What follows belongs to an exercise in optimizing a design on an open flow for small area, a short achievable clock period and few clock cycles; a production flow would make more cautious choices.
The RTL was checked by simulation tests, not by an equivalence proof against the original design.
Power figures rest on the tool's default switching activity, not on a simulated workload.

**flow/run.sh**
```bash
#!/bin/bash
# synth_recipe.tcl (not shown) runs the flow's synth.tcl, then flattens the netlist and writes it again
# the make line also repeats each setting of config.mk as NAME=value (left out here)
make -C /OpenROAD-flow-scripts/flow DESIGN_CONFIG=/design/flow/config.mk WORK_HOME=/design/flow/orfs CLKGATE_MAP_FILE= SYNTH_SCRIPT=/design/flow/synth_recipe.tcl finish
```
**flow/config.mk**
```make
export PLATFORM = sky130hd
export DESIGN_NAME = dcache
export DESIGN_NICKNAME = dcache
export VERILOG_FILES = /design/flow/design.v
export SDC_FILE = /design/flow/constraint.sdc
export NUM_CORES = 4
export LEC_CHECK = 0
export CAP_MARGIN = 20
export CORE_MARGIN = 2
export CORE_UTILIZATION = 40
export PLACE_DENSITY = 0.6
export SLEW_MARGIN = 20
```
**flow/constraint.sdc**
```tcl
create_clock -name core_clock -period 9.0 [get_ports {CLK}]
set_input_delay 1.8000 -clock core_clock [delete_from_list [all_inputs] [get_ports {CLK}]]
set_output_delay 1.8000 -clock core_clock [all_outputs]
set_load 0.01 [all_outputs]
```
**flow/design.v**
```verilog
`default_nettype none
package dcachePkg;
   localparam int wordWidth  = 32;
   localparam int tagWidth   = 26;
   localparam int indexWidth = 3;
   localparam int numSets    = 8;
   localparam int byteBits   = 2;
   typedef logic [wordWidth-1:0]  word_t;
   typedef logic [tagWidth-1:0]   tag_t;
   typedef logic [indexWidth-1:0] index_t;
   typedef logic [2*wordWidth-1:0] block_t;      
   typedef enum logic [3:0] {
      idle,
      wbWord0,
      wbWord1,          
      fillWord0,
      fillWord1,        
      mergeFetch,       
      install,
      writeHit,
      respond,
      flushWay0Word0,
      flushWay0Word1,
      flushWay1Word0,
      flushWay1Word1,
      flushNext,
      flushed
   } cacheState_t;
endpackage
`default_nettype wire
`timescale 1ns/1ps
`default_nettype none
module dcache
(
   input  logic  CLK,
   input  logic  nRST,
   input  logic  dmemREN,
   input  logic  dmemWEN,
   input  dcachePkg::word_t dmemaddr,
   input  dcachePkg::word_t dmemstore,
   input  logic  halt,
   output logic  dhit,
   output dcachePkg::word_t dmemload,
   output logic  flushed,
   output logic  dREN,
   output logic  dWEN,
   output dcachePkg::word_t daddr,
   output dcachePkg::word_t dstore,
   input  logic  dwait,
   input  dcachePkg::word_t dload
);
   localparam logic [1:0] IDLE = 2'd0, WB1 = 2'd1, RO = 2'd2, RR = 2'd3;
   logic [1:0]  state;
   logic        flushedR;
   logic [25:0] atag;
   logic [2:0]  aidx;
   logic        off;
   logic        req;
   assign atag = dmemaddr[31:6];
   assign aidx = dmemaddr[5:3];
   assign off  = dmemaddr[2];
   assign req  = dmemREN | dmemWEN;
   logic [25:0] tagArr  [16];
   logic [31:0] data0Arr[16];       
   logic [31:0] data1Arr[16];       
   logic [15:0] validArr;
   logic [15:0] dirtyArr;
   logic [7:0]  lruArr;             
   logic [7:0]  setDirty, fsel;
   logic [2:0]  fs;
   logic        fw, anyDirty;
   assign setDirty = dirtyArr[7:0] | dirtyArr[15:8];
   assign anyDirty = |setDirty;
   always_comb
   begin
      fs = 3'd0;
      for (int s = 7; s >= 0; s--)
         if (setDirty[s])
            fs = 3'(s);
   end
   assign fsel = setDirty & ~(setDirty - 8'd1);           
   assign fw   = !(|(dirtyArr[7:0] & fsel));
   logic [7:0] asel, isel;
   logic [2:0] idx;
   always_comb
      for (int s = 0; s < 8; s++)
         asel[s] = (aidx == 3'(s));
   assign isel = halt ? fsel : asel;
   assign idx  = halt ? fs : aidx;
   logic [15:0] tagEq;
   always_comb
      for (int e = 0; e < 16; e++)
         tagEq[e] = validArr[e] && (tagArr[e] == atag);
   logic match0, match1, hit, hitWay;
   assign match0 = |(tagEq[7:0] & asel);
   assign match1 = |(tagEq[15:8] & asel);
   assign hit    = match0 || match1;
   assign hitWay = !match0;                  
   logic lru, d0, d1, vdirty, wbWay;
   assign lru    = |(lruArr & isel);
   assign d0     = |(dirtyArr[7:0] & isel);
   assign d1     = |(dirtyArr[15:8] & isel);
   assign vdirty = lru ? d1 : d0;
   assign wbWay  = halt ? fw : lru;
   logic [15:0] wsel;
   logic [31:0] w00, w01, w10, w11;    
   logic [25:0] wbTag;
   assign wsel = {isel & {8{wbWay}}, isel & {8{!wbWay}}};
   always_comb
   begin
      w00   = '0;
      w01   = '0;
      w10   = '0;
      w11   = '0;
      wbTag = '0;
      for (int s = 0; s < 8; s++)
      begin
         w00 = w00 | (data0Arr[s]     & {32{isel[s]}});
         w01 = w01 | (data1Arr[s]     & {32{isel[s]}});
         w10 = w10 | (data0Arr[8 + s] & {32{isel[s]}});
         w11 = w11 | (data1Arr[8 + s] & {32{isel[s]}});
      end
      for (int e = 0; e < 16; e++)
         wbTag = wbTag | (tagArr[e] & {26{wsel[e]}});
   end
   logic idle, miss0;
   assign idle  = (state == IDLE);
   assign miss0 = idle && !halt && req && !hit;      
   logic isWB;
   assign isWB   = (state == WB1) || (idle && (halt || vdirty));
   assign dWEN   = (state == WB1) || (idle && ((halt && anyDirty) || (miss0 && vdirty)));
   assign dREN   = state[1] || (miss0 && !vdirty);
   assign daddr  = isWB ? {wbTag, idx, state[0], 2'b00}
                        : {atag, idx, state[0] ? off : !off, 2'b00};
   assign dstore = wbWay ? (state[0] ? w11 : w10) : (state[0] ? w01 : w00);
   logic fillOther, done;
   assign fillOther = !dwait && ((miss0 && !vdirty) || (state == RO));
   assign done      = (fillOther && dmemWEN) || (!dwait && state == RR);
   logic [31:0] hw0, hw1;
   assign hw0      = off ? w01 : w00;
   assign hw1      = off ? w11 : w10;
   assign dhit     = req && (hit || done);
   assign dmemload = (state == RR) ? dload : (match0 ? hw0 : hw1);
   assign flushed  = flushedR;
   logic [15:0] fone;
   logic        lastFlush;
   assign fone      = {fsel & {8{fw}}, fsel & {8{!fw}}};
   assign lastFlush = !(|(dirtyArr & ~fone));
   always_ff @(posedge CLK, negedge nRST)
   begin
      if (!nRST)
      begin
         state    <= IDLE;
         flushedR <= 1'b0;
      end
      else
      begin
         case (state)
            IDLE:
               if (halt)
               begin
                  if (anyDirty && !dwait)
                     state <= WB1;
               end
               else if (miss0 && !dwait)
                  state <= vdirty ? WB1 : (dmemWEN ? IDLE : RR);
            WB1:
               if (!dwait)
                  state <= halt ? IDLE : RO;
            RO:
               if (!dwait)
                  state <= dmemWEN ? IDLE : RR;
            default:
               if (!dwait)
                  state <= IDLE;
         endcase
         if (halt && ((idle && !anyDirty) || (state == WB1 && !dwait && lastFlush)))
            flushedR <= 1'b1;
      end
   end
   logic        hitReq, weOff;
   logic [1:0]  wway;                  
   logic [31:0] wdata0, wdata1;
   assign hitReq = idle && !halt && req && hit;
   assign weOff  = (hitReq && dmemWEN) || done;
   assign wway   = hitReq ? {!match0, match0} : {lru, !lru};
   assign wdata0 = (dmemWEN && !off) ? dmemstore : dload;
   assign wdata1 = (dmemWEN &&  off) ? dmemstore : dload;
   logic we0, we1;                     
   assign we0 = off ? fillOther : weOff;
   assign we1 = off ? weOff : fillOther;
   always_ff @(posedge CLK)
      for (int e = 0; e < 16; e++)
         if (asel[e % 8] && wway[e / 8])
         begin
            if (we0)
               data0Arr[e] <= wdata0;
            if (we1)
               data1Arr[e] <= wdata1;
            if (done)
               tagArr[e] <= atag;
         end
   always_ff @(posedge CLK, negedge nRST)
   begin
      if (!nRST)
      begin
         validArr <= '0;
         dirtyArr <= '0;
         lruArr   <= '0;
      end
      else
      begin
         for (int e = 0; e < 16; e++)
         begin
            if (asel[e % 8] && wway[e / 8])
            begin
               if (done)
               begin
                  validArr[e] <= 1'b1;
                  dirtyArr[e] <= dmemWEN;
               end
               if (hitReq && dmemWEN)
                  dirtyArr[e] <= 1'b1;
            end
            if (halt && state == WB1 && !dwait && fone[e])
               dirtyArr[e] <= 1'b0;
         end
         for (int s = 0; s < 8; s++)
            if (asel[s])
            begin
               if (done)
                  lruArr[s] <= !lru;
               if (hitReq)
                  lruArr[s] <= match0;
            end
      end
   end
endmodule
`default_nettype wire
```
==> results of run 1 <==
flip-flops by register name, indices dropped and copies added, names as in the netlist:
register,count
data0Arr,512
data1Arr,512
dirtyArr,16
flushedR,1
lruArr,8
state,2
tagArr,416
validArr,16
kinds of logic after synthesis:
family          after synthesis
flops                      1483
simple gates                933
compound gates              842
xor+xnor                    417
buf+inv                     305
mux                         178
fa+ha+maj                     1
other cells                   1
critical path, stage by stage:
cell	delay, ns
clkdlybuf4s50_1	0.75
buf_4	0.26
nor3_1	0.12
buf_4	0.21
nor2_1	0.16
o32ai_1	0.10
a2111oi_0	0.51
o21ai_0	0.36
a21oi_1	0.40
a21o_1	0.19
buf_4	0.41
nor4_1	0.12
a21oi_1	0.42
clkdlybuf4s50_1	0.62
cells in the mapped netlist, types with 35 or more instances:
| cell | count |
|---|---|
| a222oi_1 | 53 |
| nand2_1 | 432 |
| a22oi_1 | 431 |
| buf_4 | 39 |
| mux4_2 | 64 |
| o21ai_0 | 44 |
| nand3_1 | 155 |
| nor2_1 | 67 |
| buf_2 | 95 |
| a211oi_1 | 35 |
| nand4_1 | 149 |
| edfxtp_1 | 1440 |
| dfrtp_1 | 43 |
| xnor2_1 | 417 |
| clkbuf_1 | 137 |
| a221oi_1 | 143 |
| mux2_2 | 109 |
worst paths after layout:
check                                                  to  cells after the start  slack [ns]                    start
worst max-delay path                            daddr[17]                     14        0.73              dmemaddr[5]
worst min-delay path              validArr[2]$_DFFE_PN0P_                      1        0.46  validArr[2]$_DFFE_PN0P_
worst max register to register  data0Arr[4][25]$_DFFE_PP_                     11        3.73  tagArr[5][10]$_DFFE_PP_
worst min register to register    validArr[2]$_DFFE_PN0P_                      1        0.46  validArr[2]$_DFFE_PN0P_
max in group asynchronous            state[0]$_DFFE_PN0P_                      2        7.20                     nRST
min in group asynchronous         validArr[5]$_DFFE_PN0P_                      2        1.13                     nRST
power groups by stage:
stage | clock network [mW] | registers (mW) | logic, mW
finish | 6.36 | 8.12 | 7.86
global placement | 0 | 8.25 | 7.84
floorplan | 0 | 8.18 | 4.30
detailed placement | 0 | 8.26 | 7.87
CTS | 6.44 | 8.12 | 7.91
global route | 6.71 | 8.15 | 8.31
cell type report:
type | instances | share of cell area, %
Clock buffer | 204 | 5.63
Antenna cell | 4 | 0.0137
Inverter | 9 | 0.0461
Sequential cell | 1483 | 60.5
Multi-Input combinational cell | 2373 | 24.4
Timing Repair Buffer | 351 | 4.60
Clock inverter | 87 | 1.32
Tap cell | 2058 | 3.51
per-layer routing:
| layer | wire, um | global-route usage (%) | part of all wire (%) |
|---|---|---|---|
| met1 | 81500 | 33.9 | 41 |
| met2 | 91000 | 37.0 | 46 |
| met3 | 18900 | 4.93 | 9.6 |
| met4 | 5720 | 7.39 | 2.9 |
| met5 | 75 | 0 | 0.038 |
cell usage in the layout, fill, tap and decap left out, types with 5 or more instances in the layout:
cell type,Yosys,layout
clkbuf_16,0,157
a221o_1,7,7
clkinv_1,0,26
edfxtp_1,1440,1440
xnor2_1,417,417
nand4_1,149,149
clkinv_16,0,9
a22oi_1,431,431
clkbuf_1,137,45
nor3_1,30,27
or2_2,8,8
nor4_1,23,23
nand3_1,155,155
o21bai_1,7,7
clkinvlp_4,0,6
nor2_1,67,36
a222oi_1,53,53
mux4_2,64,64
a211oi_1,35,35
buf_12,1,30
o31ai_1,30,27
a221oi_1,143,143
inv_16,0,5
nand2_1,432,430
or2_1,8,8
o21ai_0,44,44
clkinv_2,0,27
nor2_4,5,34
clkdlybuf4s50_1,0,171
bufinv_16,0,9
nor3_4,0,6
inv_1,9,9
nor2_2,8,10
buf_4,39,124
a31oi_1,19,19
a21oi_1,18,18
mux2_2,109,109
buf_2,95,26
dfrtp_1,43,42
nand2b_1,6,5
==> summary.txt, run 1 <==
Placement
  – I/O Buffers: between 150 and 200
  – Detailed Place HPWL: 119000 um
  – Area after DPL: approximately 0.07 mm2
  – DP Worst Slack: about 0.77 ns
  – Post-Place Cells: 6274
  – Gpl congestion: around 0.89

Clock network
  – Post-CTS Setup Repair Bufs: 0
  – Post-cts sizing count: 0
  – CTS Buf Count: approximately 160
  – Clock latency (worst-skew pair): between 0.8 and 0.9 ns
  – CTS root buffer: clkbuf_16
  – H-tree depth: 4
  – # clock sinks: about 1500
  – CTS clk-pin slew, worst paths: roughly 0.050 ns
  – CTS max path bufs: 3
  – CTS tree: yes
  – Hold Buf Count CTS: 0

Yosys
  – Netlist cell types: 85
  – Mapped Area: about 0.063 mm2
  – Cells after synthesis: ~4200
  – Sequential area share after synthesis: between 70% and 80%
  – Adder-Cell Fraction of Synth Area: less than 1%
  – Multiplexer share of the synthesized area: between 4 and 5%
  – Simple logic cell fraction of the synthesized area: 7.09%
  – Synth Area in Compound Gates: 10.4%
  – Synth warn: 4
  – Syn Area/Cell: ~15 um2
  – Post-synth EDFFs: 1440
  – Top cells by area, synth: edfxtp_1 (68%), xnor2_1 (5.8%), a22oi_1 (5.1%)
  – Largest area contributor in the netlist: edfxtp_1
  – #FFs+latches synth: about 1500
  – Ys async rst share: under 10%
  – Most used DFF post-synth: edfxtp_1
  – Top cell type's share of synthesized area: roughly 68%
  – Post-Synth XOR/XNOR Area: between 5 and 6%
  – Largest family of logic cells by synthesized area: compound AO/OA/AOI/OAI gates

Detailed routing
  – DR WL/cell: between 30 and 40 um
  – Initial DRC Count: 5005
  – Vias/cell: around 6
  – Routed via count: approximately 40000
  – DRC Markers: 0
  – Routed wire length: approximately 200000 um
  – ANT nets after route: 0
  – Drt first pass iters: 9

Worst hold path
  – HP Class: reg2reg

Layout
  – Final Util: between 40% and 50%
  – # nets final: about 4500
  – Fillcell total: approximately 14000
  – Layout cells sized above 1: 14.8%
  – Fin area: 0.0733 mm2
  – Area grow syn2layout: 15.9%
  – Post-Layout Cell Count: between 6000 and 7000
  – Area of the multi-input gates: between 0.015 and 0.02 mm2
  – Sequential Area: about 0.044 mm2

Global route
  – First-pass GRT wire length: 279000 um
  – Vias in the first global route: about 38000
  – GRT Overall Usage: about a quarter
  – Largest net degree at the start of global routing: approximately 140
  – Antenna violations before repair: 10
  – GRT Residual Overflow: 0

STA
  – Tcrit/Tclk final: 91.9%
  – Final setup violation count: 0
  – Min Tclk post-route: ~8.3 ns
  – Fmax: between 0.1 and 0.15 GHz
  – WHS: around 0.46 ns
  – Setup tns final: 0 ns
  – Final setup margin: ~0.73 ns
  – Pins Over Slew Limit: 0
  – RSZ-0062 raised after global routing: no
  – Measured slew at the worst slew-check pin: 1.09 ns
  – Final Hold Fails: 0
  – Slew HR: around 27%
  – Fin Clk Skew: between 0.08 and 0.09 ns

Floorplan
  – Core Rows: 145
  – Die X: between 400 and 500 um
  – Chip Height: 402 um
  – Starting density of the core: between 40% and 50%
  – Die area: approximately 0.16 mm2
  – Core footprint: 0.157 mm2
  – IO Count: between 200 and 250

Pwr
  – Worst VDD drop: around 0.00027 V
  – Internal power: approximately 15 mW
  – Sw power: between 7 and 8 mW
  – Seq pwr share: between 30 and 40%
  – Sw Share: roughly a third
  – Tot Pwr: between 20 and 25 mW
  – Pwr Density: 305 mW/mm2
  – Logic pwr share: roughly a third
  – Clock network power share: around 28%
  – Leak: around 23 nW

Setup path
  – Setup CP Type: in2out
  – WP data arrival: about 6.5 ns
  – Worst Path Required: between 7 and 8 ns
  – Largest fanout on the critical path: between 40 and 50
  – CP startpoint kind: primary input
  – Crit path capture type: output port

Flow run
  – Max-cap violations: 0

Status
  – Status: finished clean
Testbench counts, summed over its fixed seeds: cycles 52,399.
==> run 2, diff against run 1 <==
--- a/flow/design.v
+++ b/flow/design.v
@@ -98,7 +98,9 @@
    assign hitWay = !match0;                  
-   logic lru, d0, d1, vdirty, wbWay;
+   logic [7:0] victimDirty;
+   always_comb
+      for (int s = 0; s < 8; s++)
+         victimDirty[s] = lruArr[s] ? dirtyArr[8 + s] : dirtyArr[s];
+   logic lru, vdirty, wbWay;
    assign lru    = |(lruArr & isel);
-   assign d0     = |(dirtyArr[7:0] & isel);
-   assign d1     = |(dirtyArr[15:8] & isel);
-   assign vdirty = lru ? d1 : d0;
+   assign vdirty = |(victimDirty & isel);
    assign wbWay  = halt ? fw : lru;
@@ -107,3 +109,8 @@
    logic [25:0] wbTag;
-   assign wsel = {isel & {8{wbWay}}, isel & {8{!wbWay}}};
+   always_comb
+      for (int s = 0; s < 8; s++)
+      begin
+         wsel[s]     = isel[s] && (halt ? !fw : !lruArr[s]);
+         wsel[8 + s] = isel[s] && (halt ?  fw :  lruArr[s]);
+      end
    always_comb
@@ -141,3 +148,5 @@
    assign hw1      = off ? w11 : w10;
-   assign dhit     = req && (hit || done);
+   logic missLast;
+   assign missLast = !dwait && ((idle && !halt && !vdirty && dmemWEN) || (state == RO && dmemWEN) || state == RR);
+   assign dhit     = req && (hit || missLast);
    assign dmemload = (state == RR) ? dload : (match0 ? hw0 : hw1);
--- a/flow/config.mk
+++ b/flow/config.mk
@@ -9,4 +9,6 @@
 export CORE_MARGIN = 2
-export CORE_UTILIZATION = 40
-export PLACE_DENSITY = 0.6
+export CORE_UTILIZATION = 50
+export PLACE_DENSITY = 0.65
+export SETUP_SLACK_MARGIN = 3
 export SLEW_MARGIN = 20
+export TNS_END_PERCENT = 0
==> summary.txt, run 2 <==
Floorplan
  – Chip Height: roughly 350 um
  – Die area: 0.126 mm2
  – Core Rows: between 100 and 150
  – Starting density of the core: a little over 50%
  – Core footprint: 0.122 mm2
  – IO Count: 202
  – Die X: ~350 um

Detailed routing
  – Routed via count: 40100
  – Routed wire length: around 210000 um
  – Initial DRC Count: 6962
  – DRC Markers: 0
  – ANT nets after route: 0
  – Vias/cell: approximately 6.9
  – DR WL/cell: 36.4 um
  – Drt first pass iters: 9

Clock network
  – CTS max path bufs: 3
  – CTS root buffer: clkbuf_16
  – CTS clk-pin slew, worst paths: about 0.060 ns
  – # clock sinks: roughly 1500
  – Clock latency (worst-skew pair): 0.81 ns
  – CTS Buf Count: between 150 and 200
  – H-tree depth: 4
  – CTS tree: yes

Placement
  – Post-Place Cells: ~5500
  – Detailed Place HPWL: around 120000 um
  – Area after DPL: approximately 0.066 mm2
  – DP Worst Slack: a little over 1 ns
  – Gpl congestion: approximately 0.99
  – I/O Buffers: 197

Yosys
  – Simple logic cell fraction of the synthesized area: approximately 5.8%
  – Multiplexer share of the synthesized area: 4.22%
  – Post-synth EDFFs: between 1000 and 1500
  – Top cells by area, synth: edfxtp_1 (70%), xnor2_1 (5.4%), a22oi_1 (4.8%)
  – Synth warn: 4
  – Most used DFF post-synth: edfxtp_1
  – Top cell type's share of synthesized area: a little over two thirds
  – Syn Area/Cell: 16.3 um2
  – Post-Synth XOR/XNOR Area: ~5.9%
  – Cells after synthesis: ~3800
  – Ys async rst share: around 2.9%
  – Synth cell count leaders: edfxtp_1 (1440), a22oi_1 (395), xnor2_1 (377)
  – Mapped Area: just over 0.06 mm2
  – Adder-Cell Fraction of Synth Area: 0.0163%
  – Sequential area share after synthesis: 72.0%
  – Netlist cell types: 85
  – Largest family of logic cells by synthesized area: compound AO/OA/AOI/OAI gates
  – #FFs+latches synth: between 1000 and 1500
  – Cell with the most instances after synthesis: edfxtp_1
  – Synth Area in Compound Gates: around a tenth
  – Largest area contributor in the netlist: edfxtp_1

Pwr
  – Clock network power share: between 30% and 40%
  – Pwr Density: approximately 270 mW/mm2
  – Sw power: between 6 and 7 mW
  – Sw Share: around a third
  – Internal power: approximately 13 mW
  – Logic pwr share: a little over a quarter
  – Tot Pwr: 19.6 mW
  – Worst VDD drop: 0.000211 V
  – Leak: 23.0 nW
  – Seq pwr share: between 40% and 50%

Global route
  – GRT Residual Overflow: 0
  – Antenna violations before repair: 4
  – Vias in the first global route: 37800
  – GRT Overall Usage: 33.3%
  – First-pass GRT wire length: 294000 um
  – Largest net degree at the start of global routing: 129

STA
  – RSZ-0062 raised after global routing: yes
  – Final setup margin: 2.31 ns
  – Pins Over Slew Limit: 0
  – Measured slew at the worst slew-check pin: about 1.1 ns
  – Slew HR: approximately a quarter
  – Tcrit/Tclk final: 74.4%
  – Min Tclk post-route: between 6 and 7 ns
  – WHS: roughly 0.46 ns
  – Final setup violation count: 0
  – Fin Clk Skew: 0.0511 ns
  – Fmax: ~0.15 GHz
  – Final Hold Fails: 0
  – Setup tns final: 0 ns

Layout
  – Post-Layout Cell Count: between 5000 and 6000
  – Fillcell total: between 9000 and 10000
  – Leading cell type in the layout, fill and taps excluded: edfxtp_1
  – Area grow syn2layout: 18.3%
  – Layout cells sized above 1: approximately 20%
  – Fin area: approximately 0.073 mm2
  – Final Util: between 50% and 60%
  – Regs by FF count: data0Arr x512, data1Arr x512, tagArr x416
  – # nets final: 4192
  – Most frequent cells in the layout: edfxtp_1 (1440), a22oi_1 (394), xnor2_1 (342)

Worst hold path
  – HP Class: reg2reg

Status
  – Status: finished clean

Setup path
  – Setup CP Type: in2out
  – Crit path capture type: output port
  – Largest fanout on the critical path: ~130
  – CP startpoint kind: primary input
  – Worst Path Required: between 7 and 8 ns
  – WP data arrival: roughly 4.9 ns

Flow run
  – Max-cap violations: 0
run 2: cell types whose count changed in the layout (fill, tap and decap cells not counted), sizes merged, moves of 42 or more:
cell	previous run	this run
nand2	432	170
nand3	155	16
a221oi	144	6
a222oi	53	183
nand4	150	280
buf	180	295
clkdlybuf4s50	171	82
dlygate4sd2	0	42
run 2: per-layer routing:
layer | track usage, % | wire (um) | vias up
li1 | - | - | 16200
met1 | 45.3 | 78600 | 20500
met2 | 51.7 | 98200 | 2910
met3 | 7.02 | 24400 | 543
met4 | 15.2 | 11200 | 4
met5 | 0 | 30 | -
run 2: cells by family after synthesis:
family	Yosys count
AO/OA/AOI/OAI	758
XOR/XNOR	412
adder cells (fa/ha/maj)	1
buffers and inverters	299
flip-flops	1483
multiplexers	167
other	1
AND/OR/NAND/NOR	658
run 2: area by class of cell:
cell class / count / area (um2) / share of cell area, %
Timing Repair Buffer: 436 / 4550 / 6.25
Multi-Input combinational cell: 1998 / 17000 / 23.4
Clock inverter: 90 / 902 / 1.24
Sequential cell: 1483 / 44300 / 60.8
Antenna cell: 1 / 2.50 / 0.00343
Clock buffer: 186 / 3930 / 5.40
Inverter: 19 / 76.3 / 0.105
Tap cell: 1625 / 2030 / 2.79
run 2: path summary, 6_finish.rpt:
kind / startpoint / to / slack [ns] / depth (start not counted)
max: dmemaddr[4] / dmemload[24] / 2.31 / 9
min: validArr[15]$_DFFE_PN0P_ / validArr[15]$_DFFE_PN0P_ / 0.46 / 1
max reg2reg: tagArr[9][25]$_DFFE_PP_ / data1Arr[13][23]$_DFFE_PP_ / 4.04 / 12
min reg2reg: validArr[15]$_DFFE_PN0P_ / validArr[15]$_DFFE_PN0P_ / 0.46 / 1
max in group asynchronous: nRST / state[0]$_DFFE_PN0P_ / 7.41 / 2
min in group asynchronous: nRST / validArr[7]$_DFFE_PN0P_ / 1.12 / 2
run 2: power groups by stage:
stage / Combinational [mW] / Clock, mW / Sequential, mW
6_report: 5.31 / 6.16 / 8.09
5_1_grt: 5.47 / 6.45 / 8.10
4_1_cts: 5.20 / 6.19 / 8.07
3_5_place_dp: 4.90 / 0 / 8.21
3_3_place_gp: 4.89 / 0 / 8.21
2_1_floorplan: 2.57 / 0 / 8.14
run 2: critical path: stages:
cell     delay, ns
buf_6         0.17
and3b_2       0.31
mux2_8        0.34
buf_12        0.20
a22oi_1       0.41
nand4_1       0.29
mux4_2        0.58
mux2_2        0.29
buf_2         0.14
run 2: what timing repair did:
item | CTS | global route
pin swaps | 51 | 5
resized for setup | 527 | 5
gates cloned | 18 | 0
buffers inserted | 71 | 2
endpoints found under the setup margin | 1340 | 94
endpoints found under the hold margin | 0 | 0
hold buffers | 0 | 0
Testbench counts of run 2, summed over its fixed seeds: cycles 52,399.
==> run 3, diff against run 2 <==
--- a/flow/config.mk
+++ b/flow/config.mk
@@ -11,3 +11,3 @@
 export PLACE_DENSITY = 0.65
-export SETUP_SLACK_MARGIN = 3
+export SETUP_SLACK_MARGIN = 5
 export SLEW_MARGIN = 20
==> summary.txt, run 3 <==
Flow run
  – Max-cap violations: 0

Setup path
  – Worst path top cell family by delay: buffers and inverters
  – Max stage delay on crit path: between 0.5 and 0.6 ns
  – CP Cell Sequence: buf_4 -> buf_4 -> xor2_1 -> nor4_2 -> nand3_1 -> o32a_1 -> nand4_1 -> buf_12 -> buf_12 -> buf_12 -> buf_16 -> mux4_2 -> mux2_4 -> buf_6
  – Largest fanout on the critical path: 13
  – CP max stage cell: mux4_2
  – CP Buf/Inv Count: 7
  – CP startpoint kind: primary input
  – WP data arrival: slightly below 5 ns
  – Worst Path Required: just over 7 ns
  – Most frequent CP cell: buf_12
  – Crit path capture type: output port
  – Setup CP Type: in2out

Yosys
  – Syn Area/Cell: 16.3 um2
  – Post-synth EDFFs: approximately 1400
  – Sequential area share after synthesis: a little under three quarters
  – Mapped Area: 0.0616 mm2
  – Multiplexer share of the synthesized area: 4.22%
  – Adder-Cell Fraction of Synth Area: less than 1%
  – Largest family of logic cells by synthesized area: compound AO/OA/AOI/OAI gates
  – Largest area contributor in the netlist: edfxtp_1
  – Post-Synth XOR/XNOR Area: 5.86%
  – Top cell type's share of synthesized area: 70.2%
  – Synth cell count leaders: edfxtp_1 (1440), a22oi_1 (395), xnor2_1 (377)
  – Cell with the most instances after synthesis: edfxtp_1
  – Netlist cell types: 85
  – #FFs+latches synth: 1483
  – Most used DFF post-synth: edfxtp_1
  – Simple logic cell fraction of the synthesized area: 5.77%
  – Cells after synthesis: ~3800
  – Synth Area in Compound Gates: about a tenth
  – Top cells by area, synth: edfxtp_1 (70%), xnor2_1 (5.4%), a22oi_1 (4.8%)
  – Synth warn: 4
  – Ys async rst share: under 10%

STA
  – Slew HR: ~32%
  – Fin Clk Skew: roughly 0.038 ns
  – Min Tclk post-route: around 6.7 ns
  – Final setup margin: ~2.3 ns
  – Final Hold Fails: 0
  – Final setup violation count: 0
  – Fmax: ~0.15 GHz
  – Measured slew at the worst slew-check pin: approximately 1 ns
  – Setup tns final: 0 ns
  – RSZ-0062 raised after global routing: yes
  – Pins Over Slew Limit: 0
  – Tcrit/Tclk final: around 74%

Floorplan
  – Core footprint: approximately 0.12 mm2
  – Chip Height: ~350 um
  – Die X: between 300 and 400 um
  – Starting density of the core: ~50%
  – IO Count: about 200
  – Core Rows: 128
  – Die area: 0.126 mm2

Detailed routing
  – Routed wire length: between 200000 and 250000 um
  – ANT nets after route: 0
  – Routed via count: between 40000 and 50000
  – Initial DRC Count: about 8000
  – Metal3 WL: between 30000 and 40000 um
  – DR WL/cell: about 36 um
  – Max layer used: met5
  – Drt first pass iters: 10
  – Met1 wire length: 80000 um
  – Vias/cell: between 6 and 7
  – DRC Markers: 0
  – Metal2 WL: 92700 um

Pwr
  – Worst VDD drop: 0.000202 V
  – Leak: about 23 nW
  – Pwr Density: about 260 mW/mm2

Global route
  – Vias in the first global route: 38100
  – First-pass GRT wire length: between 200000 and 300000 um
  – GRT Residual Overflow: 0
  – Antenna violations before repair: 8
  – GRT Overall Usage: between 30% and 40%
  – Largest net degree at the start of global routing: ~130

Layout
  – Fin area: ~0.074 mm2
  – Post-Layout Cell Count: 5851
  – # nets final: ~4200
  – Leading cell type in the layout, fill and taps excluded: edfxtp_1
  – Fillcell total: 8962
  – Most frequent cells in the layout: edfxtp_1 (1440), a22oi_1 (394), xnor2_1 (330)
  – Layout cells sized above 1: just under 20%
  – Area of the multi-input gates: around 0.017 mm2
  – Area grow syn2layout: 19.5%
  – Sequential Area: around 0.044 mm2
  – Regs by FF count: data0Arr x512, data1Arr x512, tagArr x416

Clock network
  – H-tree depth: 4
  – CTS max path bufs: 3
  – CTS root buffer: clkbuf_16
  – CTS tree: yes
  – CTS Buf Count: 151
  – Clock latency (worst-skew pair): approximately 0.78 ns
  – Hold Buf Count CTS: 0
  – CTS clk-pin slew, worst paths: ~0.06 ns
  – # clock sinks: about 1500

Status
  – Status: finished clean

Placement
  – I/O Buffers: between 150 and 200
  – Gpl congestion: about 1
  – Detailed Place HPWL: between 100000 and 150000 um
  – Area after DPL: around 0.066 mm2
  – DP Worst Slack: a little under 1 ns
  – Post-Place Cells: 5486

Worst hold path
  – HP Class: reg2reg
## run 3: cell count changes in the layout (fill, tap and decap cells not counted), sizes merged, moves of 4 or more
cell,change
clkinv,-8
clkbuf,+12
dlygate4sd2,-4
clkdlybuf4s50,+17
buf,-7
dlymetal6s2s,+5
bufinv,-6
## run 3: layer usage
metal  vias up  global-route usage [%]
li1      16200                       -
met1     20700                    47.2
met2      3335                    47.9
met3       476                    9.56
met4         4                    12.7
met5         -                       0
## run 3: logic make-up after synthesis
group | Yosys count
compound gates | 758
xor+xnor | 412
fa+ha+maj | 1
buf+inv | 299
flops | 1483
mux | 167
other cells | 1
simple gates | 658
## run 3: timing repair
action	4_1_cts	5_1_grt
pin swaps	36	33
setup buffers	50	21
hold endpoints to repair	0	0
cloned	21	4
endpoints found under the setup margin	1579	1579
resized for setup	406	81
## run 3: final cells by class
| type | instances | area share, % |
|---|---|---|
| diodes | 1 | 0.00340 |
| clock buffers | 194 | 5.40 |
| clock inverters | 74 | 0.912 |
| inverters | 19 | 0.104 |
| multi-input cells | 1998 | 23.7 |
| flip-flops and latches | 1483 | 60.3 |
| well taps | 1625 | 2.76 |
| repair buffers | 457 | 6.85 |
## run 3: power breakdown
group | leakage [nW] | internal, mW | total [mW] | switching, mW
registers | 13.5 | 7.89 | 8.07 | 0.178
logic | 7.70 | 2.11 | 5.33 | 3.22
clock network | 2.23 | 3.27 | 5.94 | 2.67
total | 23.5 | 13.3 | 19.3 | 6.07
## run 3: worst paths after layout
path                                          start                    endpoint  slack, ns  cells after the start
max                                    dmemaddr[25]                 dmemload[1]       2.31                     14
min                        validArr[15]$_DFFE_PN0P_    validArr[15]$_DFFE_PN0P_       0.45                      1
max reg2reg                 dirtyArr[8]$_DFFE_PN0P_  data0Arr[12][28]$_DFFE_PP_       3.90                     13
min reg2reg                validArr[15]$_DFFE_PN0P_    validArr[15]$_DFFE_PN0P_       0.45                      1
max in group asynchronous                      nRST        state[0]$_DFFE_PN0P_       7.33                      2
min in group asynchronous                      nRST     validArr[9]$_DFFE_PN0P_       1.17                      2
## run 3: through the flow
step                util, %  power (mW)  hold slack [ns]
finish                 60.3        19.3            0.455
global route           60.3        19.8            0.471
CTS                    59.7        19.2            0.459
detailed placement     54.3        13.2            0.445
global placement       54.3        13.1            0.438
floorplan                 -        10.8            0.422

[re-timing with driven ports]
How much do the figures lean on ideal ports? The routed layouts below were timed once more, with nothing changed but the port constraints.
Step 1: set_driving_cell puts a clkbuf_16 on CLK and a buf_2 on each other input, an assumption about the parent block.
Step 2 moves the port delays by t, midway between the first and last clock arrival at a register: inputs arrive t later, outputs are due t later. That takes back most of the time a late clock gives input paths.
Three values: no drivers, after step 1, after step 2; two values: the first two.
run	t, ns	slack for setup (ns)	worst hold slack (ns)
run 1	0.855	0.733 / 0.707 / 0.707	0.461 / 0.461 / 0.461
run 2	0.859	2.307 / 2.151 / 2.151	0.456 / 0.456 / 0.456
run 3	0.835	2.314 / 2.281 / 2.281	0.455 / 0.455 / 0.455
After both steps every run listed still meets setup and hold. The setup slack of run 2, which loses most, moves by -0.156 ns with the drivers and by -0.156 ns with both steps.
